Source: an optimization exercise on an open RTL-to-GDS flow (aim: small area). Production flows keep margins and buffers that such runs may drop. In this exercise RTL edits were held to simulation tests only and were not proved equivalent to the original. Power is estimated from default activity; no workload was simulated.

old:
==> flow/design.v <==
package lc3_mem_pkg;
   localparam int WORD_W  = 16;
   localparam int CNT_W   = 4;
   localparam int LAT_MAX = 15;
   typedef enum logic [0:0] {ST_IDLE = 1'b0, ST_BUSY = 1'b1} state_e;
endpackage
import lc3_mem_pkg::*;
module lc3_mem_port_fsm
#(
   parameter int LAT = 0,
   parameter int P_W = 8
)(
   input  logic           clock,
   input  logic           reset,
   input  logic           i_req,
   input  logic [P_W-1:0] i_payload,
   output logic           o_fire,
   output logic [P_W-1:0] o_payload,
   output logic           o_complete
);
   localparam logic [0:0] IDLE = ST_IDLE;
   localparam logic [0:0] BUSY = ST_BUSY;
   if (LAT < 0 || LAT > LAT_MAX) begin : g_lat_chk
      $error("lc3_mem_port_fsm: LAT out of range 0..15");
   end
   logic [0:0]       r_state;
   logic [CNT_W-1:0] r_cnt;
   logic [P_W-1:0]   r_payload;
   logic             r_complete;
   assign o_fire     = (r_state == BUSY) && (r_cnt == '0);
   assign o_payload  = r_payload;
   assign o_complete = r_complete;
   always_ff @(posedge clock or posedge reset) begin
      if (reset) begin
         r_state    <= IDLE;
         r_cnt      <= '0;
         r_payload  <= '0;
         r_complete <= 1'b0;
      end else begin
         r_complete <= o_fire;
         if (r_state == IDLE) begin
            if (i_req) begin
               r_payload <= i_payload;
               r_cnt     <= CNT_W'(LAT);
               r_state   <= BUSY;
            end
         end else if (o_fire) begin
            r_state <= IDLE;
         end else begin
            r_cnt <= r_cnt - 1'b1;
         end
      end
   end
endmodule
import lc3_mem_pkg::*;
module lc3_mem_responder
#(
   parameter int ADDR_W    = 8,
   parameter int INSTR_LAT = 0,
   parameter int DATA_LAT  = 1
)(
   input  logic                 clock,
   input  logic                 reset,
   input  logic [WORD_W-1:0]    pc,
   input  logic                 instrmem_rd,
   output logic [WORD_W-1:0]    Instr_dout,
   output logic                 complete_instr,
   input  logic                 Data_req,
   input  logic                 Data_rd,
   input  logic [WORD_W-1:0]    Data_addr,
   input  logic [WORD_W-1:0]    Data_din,
   output logic [WORD_W-1:0]    Data_dout,
   output logic                 complete_data,
   input  logic                 load_en,
   input  logic [ADDR_W-1:0]    load_addr,
   input  logic [WORD_W-1:0]    load_data
);
   localparam int D_W = 1 + WORD_W + ADDR_W;
   logic              w_i_fire;
   logic [ADDR_W-1:0] w_i_addr;
   logic              w_d_fire;
   logic [D_W-1:0]    w_d_payload;
   logic              w_d_rd;
   logic [WORD_W-1:0] w_d_din;
   logic [ADDR_W-1:0] w_d_addr;
   logic [WORD_W-1:0] r_mem [2**ADDR_W];
   logic [WORD_W-1:0] r_instr;
   logic [WORD_W-1:0] r_data;
   assign {w_d_rd, w_d_din, w_d_addr} = w_d_payload;
   assign Instr_dout = r_instr;
   assign Data_dout  = r_data;
   lc3_mem_port_fsm #(.LAT(INSTR_LAT), .P_W(ADDR_W)) u_instr (
      .clock      (clock),
      .reset      (reset),
      .i_req      (instrmem_rd),
      .i_payload  (pc[ADDR_W-1:0]),
      .o_fire     (w_i_fire),
      .o_payload  (w_i_addr),
      .o_complete (complete_instr)
   );
   lc3_mem_port_fsm #(.LAT(DATA_LAT), .P_W(D_W)) u_data (
      .clock      (clock),
      .reset      (reset),
      .i_req      (Data_req),
      .i_payload  ({Data_rd, Data_din, Data_addr[ADDR_W-1:0]}),
      .o_fire     (w_d_fire),
      .o_payload  (w_d_payload),
      .o_complete (complete_data)
   );
   always_ff @(posedge clock) begin
      if (load_en) r_mem[load_addr] <= load_data;
      if (w_d_fire && !w_d_rd) r_mem[w_d_addr] <= w_d_din;
   end
   logic [ADDR_W-1:0] w_ra;
   logic [WORD_W-1:0] w_rdata;
   logic [WORD_W-1:0] r_d_hold;
   assign w_ra    = w_i_fire ? w_i_addr : w_d_addr;
   assign w_rdata = r_mem[w_ra];
   always_ff @(posedge clock) begin
      r_d_hold <= (load_en && load_addr == w_d_addr) ? load_data : w_rdata;
   end
   always_ff @(posedge clock or posedge reset) begin
      if (reset) begin
         r_instr <= '0;
         r_data  <= '0;
      end else begin
         if (w_i_fire) r_instr <= w_rdata;
         if (w_d_fire && w_d_rd) r_data <= w_i_fire ? r_d_hold : w_rdata;
      end
   end
endmodule
==> flow/config.mk <==
export PLATFORM = sky130hd
export DESIGN_NAME = lc3_mem_responder
export DESIGN_NICKNAME = lc3_mem_responder
export VERILOG_FILES = /design/flow/design.v
export SDC_FILE = /design/flow/constraint.sdc
export NUM_CORES = 4
export LEC_CHECK = 0
export CAP_MARGIN = 20
export CORE_MARGIN = 2
export CORE_UTILIZATION = 30
export CTS_BUF_LIST = sky130_fd_sc_hd__clkbuf_16
export CTS_CLUSTER_DIAMETER = 85
export CTS_CLUSTER_SIZE = 22
export PLACE_DENSITY = 0.4
export SLEW_MARGIN = 20
==> flow/constraint.sdc <==
create_clock -name core_clock -period 8.0 [get_ports {clock}]
set_input_delay 1.6000 -clock core_clock [delete_from_list [all_inputs] [get_ports {clock}]]
set_output_delay 1.6000 -clock core_clock [all_outputs]
set_load 0.01 [all_outputs]
run.sh (not shown) runs the stock make flow with config.mk's settings and CLKGATE_MAP_FILE= SYNTH_SCRIPT=/design/flow/synth_recipe.tcl, a recipe that flattens the netlist after the stock synthesis.
old ran in full, but the layout does not pass; the checks complain about max-slew violations.
[inputs] new vs old
Settings: CTS_CLUSTER_DIAMETER: 85 -> 80; CTS_CLUSTER_SIZE: 22 -> 20.
### Flow results
new has completed all stages; timing, DRC and antenna checks passed. Any difference in total routed wirelength between old and new is small enough to ignore. Multi-input gate share of the layout cell area: new < old. Worst setup margin was higher in the run labelled old. old consumes less power than new.

-- what the ideal ports hide --
The results above use ideal ports. As a check the final layouts listed here were re-extracted and re-timed, cells and wires unchanged. Step 1 sets driving cells, clkbuf_16 on the clock port and buf_2 on the other inputs (assumed; they add their load-dependent delay and slew). Step 2 moves the port delays by t, midway between the first and last clock arrival at a register: inputs arrive t later, outputs are due t later. That takes back most of the time a late clock gives input paths. a / b / c = ideal / step 1 / step 2; a / b = the first two.
| run | t, ns | setup WS [ns] | worst slew at a driven data input, ns |
|---|---|---|---|
| old | 1.151 | 0.845 / 0.845 / 0.845 | 0.35 |
| new | 1.183 | 0.500 / 0.500 / 0.500 | 0.34 |
